Context: an optimization exercise on an open-source flow, tuned for small area and a short achievable clock period. The choices shown serve that exercise and are no tape-out recipe.
RTL that was checked went through simulation tests only; none was proved equivalent to the original.
Power figures rest on the tool's default switching activity, not on a simulated workload.

Design lc3b_alu_pipe, start of the top module:
module lc3b_alu_pipe
(
    input  logic                    clk,
    input  logic                    arst_n,
    input  logic                    instr_valid,
    input  logic [16-1:0]   instr,
    input  logic                    flush,
    output logic                    wb_valid,
    output logic [3-1:0]  wb_dest,
    output logic [16-1:0]   wb_data,
    output logic [2:0]              cc
);
==> module decode_stage, before the edit <==
module decode_stage
(
    input  logic                    clk,
    input  logic                    arst_n,
    input  logic                    instr_valid,
    input  logic [16-1:0]   instr,
    input  logic                    flush,
    input  logic [16-1:0]   rd_data1,
    input  logic [16-1:0]   rd_data2,
    input  logic [16-1:0]   alu_out,
    output logic                    d_valid,
    output logic [3-1:0]  d_dest,
    output logic [16-1:0]   d_opa,
    output logic [16-1:0]   d_opb,
    output logic                    d_mb,
    output logic                    d_as,
    output logic                    d_sub,
    output logic                    d_shr,
    output logic [3:0]              d_lsel
);
    logic                   writes;
    logic                   k_mul, k_as, k_sub, k_shl, k_shr, use_imm, use_sr2;
    logic [3:0]             lsel;
    logic [3-1:0] sr1, sr2;
    logic [16-1:0]  va, vb, opb;
    logic                   fwd_a, fwd_b;
    control_rom u_rom
    (
        .instr   (instr),
        .writes  (writes),
        .k_mul   (k_mul),
        .k_as    (k_as),
        .k_sub   (k_sub),
        .k_shl   (k_shl),
        .k_shr   (k_shr),
        .lsel    (lsel),
        .use_imm (use_imm),
        .use_sr2 (use_sr2)
    );
    assign sr1 = instr[8:6];
    assign sr2 = instr[2:0];
    assign va = rd_data1;
    assign vb = rd_data2;
    assign fwd_a = d_valid && d_dest == sr1;
    assign fwd_b = use_sr2 && d_valid && d_dest == sr2;
    assign opb = use_imm ? {{(16-5){instr[4]}}, instr[4:0]} :
                 use_sr2 ? vb :
                 k_shl   ? (16'(1) << instr[3:0]) :
                           {{(16-6){1'b0}}, instr[5:0]};
    always_ff @(posedge clk or negedge arst_n)
    begin
        if (!arst_n)
            d_valid <= 1'b0;
        else
            d_valid <= instr_valid & ~flush & writes;
    end
    always_ff @(posedge clk)
    begin
        d_dest  <= instr[11:9];
        d_opa   <= fwd_a ? alu_out : va;
        d_opb   <= fwd_b ? alu_out : opb;
        d_mb    <= k_mul | k_shl;
        d_as    <= k_as;
        d_sub   <= k_sub;
        d_shr   <= k_shr;
        d_lsel  <= lsel;
    end
endmodule
==> module execute_stage, before the edit <==
module execute_stage
(
    input  logic                    clk,
    input  logic                    arst_n,
    input  logic                    d_valid,
    input  logic [3-1:0]  d_dest,
    input  logic [16-1:0]   d_opa,
    input  logic [16-1:0]   d_opb,
    input  logic                    d_mb,
    input  logic                    d_as,
    input  logic                    d_sub,
    input  logic                    d_shr,
    input  logic [3:0]              d_lsel,
    output logic [16-1:0]   alu_out,
    output logic                    wb_valid,
    output logic [3-1:0]  wb_dest,
    output logic [16-1:0]   wb_data
);
    logic [15:0] a, b;
    logic [7:0]  one, two, neg;
    logic [16:0] yb;
    logic [15:0] r, sa, sb, sum, logic_out, shr_out;
    logic [31:0] shr_ext;
    logic        cin0;
    assign a = d_opa;
    assign b = d_opb;
    assign yb = {b, 1'b0};
    always_comb
    begin
        for (int j = 0; j < 8; j++)
        begin
            one[j] = d_mb & (yb[2*j+1] ^ yb[2*j]);
            two[j] = d_mb & ((yb[2*j+2] & ~yb[2*j+1] & ~yb[2*j]) |
                              (~yb[2*j+2] & yb[2*j+1] & yb[2*j]));
            neg[j] = d_mb & yb[2*j+2];
        end
        one[0] = (d_mb & b[0]) | d_as;
    end
    assign logic_out = ({16{d_lsel[0]}} & a & b) |
                       ({16{d_lsel[1]}} & (a | b)) |
                       ({16{d_lsel[2]}} & (a ^ b)) |
                       ({16{d_lsel[3]}} & ~a);
    assign shr_ext = {{16{b[5] & a[15]}}, a} >> b[3:0];
    assign shr_out = shr_ext[15:0];
    assign r    = {16{d_as}} & (b ^ {16{d_sub}});
    assign cin0 = neg[0] | d_sub;
    mul_tree u_tree
    (
        .x    (a),
        .one  (one),
        .two  (two),
        .neg  (neg),
        .cin0 (cin0),
        .r    (r),
        .sa   (sa),
        .sb   (sb)
    );
    cpa16 u_cpa
    (
        .a (sa),
        .b (sb),
        .s (sum)
    );
    assign alu_out = sum | logic_out | ({16{d_shr}} & shr_out);
    always_ff @(posedge clk or negedge arst_n)
    begin
        if (!arst_n)
            wb_valid <= 1'b0;
        else
            wb_valid <= d_valid;
    end
    always_ff @(posedge clk)
    begin
        wb_dest <= d_dest;
        wb_data <= alu_out;
    end
endmodule
==> module lc3b_alu_pipe, before the edit <==
module lc3b_alu_pipe
(
    input  logic                    clk,
    input  logic                    arst_n,
    input  logic                    instr_valid,
    input  logic [16-1:0]   instr,
    input  logic                    flush,
    output logic                    wb_valid,
    output logic [3-1:0]  wb_dest,
    output logic [16-1:0]   wb_data,
    output logic [2:0]              cc
);
    logic                   d_valid;
    logic [3-1:0] d_dest;
    logic [16-1:0]  d_opa;
    logic [16-1:0]  d_opb;
    logic                   d_mb;
    logic                   d_as;
    logic                   d_sub;
    logic                   d_shr;
    logic [3:0]             d_lsel;
    logic [16-1:0]  alu_out;
    logic [16-1:0]  rd_data1;
    logic [16-1:0]  rd_data2;
    decode_stage u_decode
    (
        .clk         (clk),
        .arst_n      (arst_n),
        .instr_valid (instr_valid),
        .instr       (instr),
        .flush       (flush),
        .rd_data1    (rd_data1),
        .rd_data2    (rd_data2),
        .alu_out     (alu_out),
        .d_valid     (d_valid),
        .d_dest      (d_dest),
        .d_opa       (d_opa),
        .d_opb       (d_opb),
        .d_mb        (d_mb),
        .d_as        (d_as),
        .d_sub       (d_sub),
        .d_shr       (d_shr),
        .d_lsel      (d_lsel)
    );
    execute_stage u_execute
    (
        .clk      (clk),
        .arst_n   (arst_n),
        .d_valid  (d_valid),
        .d_dest   (d_dest),
        .d_opa    (d_opa),
        .d_opb    (d_opb),
        .d_mb     (d_mb),
        .d_as     (d_as),
        .d_sub    (d_sub),
        .d_shr    (d_shr),
        .d_lsel   (d_lsel),
        .alu_out  (alu_out),
        .wb_valid (wb_valid),
        .wb_dest  (wb_dest),
        .wb_data  (wb_data)
    );
    result_stage u_result
    (
        .clk      (clk),
        .arst_n   (arst_n),
        .rd_addr1 (instr[8:6]),
        .rd_addr2 (instr[2:0]),
        .we       (d_valid),
        .waddr    (d_dest),
        .wdata    (alu_out),
        .wb_valid (wb_valid),
        .wb_data  (wb_data),
        .rd_data1 (rd_data1),
        .rd_data2 (rd_data2),
        .cc       (cc)
    );
endmodule
make LEC_CHECK=0 CAP_MARGIN=20 CORE_MARGIN=2 CORE_UTILIZATION=40 SETUP_SLACK_MARGIN=2.5 SLEW_MARGIN=20 finish   # period 7.0 ns
run.sh (not shown) runs the stock make flow with config.mk's settings and CLKGATE_MAP_FILE= SYNTH_SCRIPT=/design/flow/synth_recipe.tcl, a recipe that flattens the netlist after the stock synthesis.
Rerun with:
--- a/flow/design.v
+++ b/flow/design.v
@@ -140,6 +140,7 @@
     output logic                    d_as,
     output logic                    d_sub,
     output logic                    d_shr,
+    output logic [4:0]              d_sh,
     output logic [3:0]              d_lsel
 );
     logic                   writes;
@@ -169,8 +170,7 @@
     assign fwd_b = use_sr2 && d_valid && d_dest == sr2;
     assign opb = use_imm ? {{(16-5){instr[4]}}, instr[4:0]} :
                  use_sr2 ? vb :
-                 k_shl   ? (16'(1) << instr[3:0]) :
-                           {{(16-6){1'b0}}, instr[5:0]};
+                           (16'(1) << instr[3:0]);
     always_ff @(posedge clk or negedge arst_n)
     begin
         if (!arst_n)
@@ -187,6 +187,7 @@
         d_as    <= k_as;
         d_sub   <= k_sub;
         d_shr   <= k_shr;
+        d_sh    <= {instr[5], instr[3:0]} & {5{k_shr}};
         d_lsel  <= lsel;
     end
 endmodule
@@ -557,6 +558,7 @@
     input  logic                    d_as,
     input  logic                    d_sub,
     input  logic                    d_shr,
+    input  logic [4:0]              d_sh,
     input  logic [3:0]              d_lsel,
     output logic [16-1:0]   alu_out,
     output logic                    wb_valid,
@@ -587,7 +589,7 @@
                        ({16{d_lsel[1]}} & (a | b)) |
                        ({16{d_lsel[2]}} & (a ^ b)) |
                        ({16{d_lsel[3]}} & ~a);
-    assign shr_ext = {{16{b[5] & a[15]}}, a} >> b[3:0];
+    assign shr_ext = {{16{d_sh[4] & a[15]}}, a} >> d_sh[3:0];
     assign shr_out = shr_ext[15:0];
     assign r    = {16{d_as}} & (b ^ {16{d_sub}});
     assign cin0 = neg[0] | d_sub;
@@ -697,6 +699,7 @@
     logic                   d_as;
     logic                   d_sub;
     logic                   d_shr;
+    logic [4:0]             d_sh;
     logic [3:0]             d_lsel;
     logic [16-1:0]  alu_out;
     logic [16-1:0]  rd_data1;
@@ -719,6 +722,7 @@
         .d_as        (d_as),
         .d_sub       (d_sub),
         .d_shr       (d_shr),
+        .d_sh        (d_sh),
         .d_lsel      (d_lsel)
     );
     execute_stage u_execute
@@ -733,6 +737,7 @@
         .d_as     (d_as),
         .d_sub    (d_sub),
         .d_shr    (d_shr),
+        .d_sh     (d_sh),
         .d_lsel   (d_lsel),
         .alu_out  (alu_out),
         .wb_valid (wb_valid),
Worst setup slack is better by 0.040 ns; total power came out lower slightly; wire length went up by a few percent; via count stays flat; clock skew hardly moves; utilization is about the same; cell count stays the same.
Only the layout flow was run in the second run of this note; the RTL was not checked for function there.

[separate check: timing with driven ports]
The flow's constraints put no driver on any port. The routed layouts listed below were extracted and timed again, unchanged, in two steps.
Step 1 sets driving cells, clkbuf_16 on the clock port and buf_2 on the other inputs (assumed; they add their load-dependent delay and slew).
Step 2, shift: input delay + t, output delay - t, t = (earliest + latest rising clock arrival at the registers) / 2. This alone moves slack from input paths to output paths.
Three values: ideal ports, drivers, drivers and shift; two values: the first two.
| run | t, ns | setup WS [ns] | pins driven straight from the clock port |
|---|---|---|---|
| the first run | 0.544 | 2.443 / 2.443 / 2.123 | 1 |
| the second run | 0.542 | 2.483 / 2.483 / 2.131 | 1 |
After both steps setup and hold are still met in every run listed. The setup slack of the second run, which loses most, moves by 0.000 ns with the drivers and by -0.352 ns with both steps.
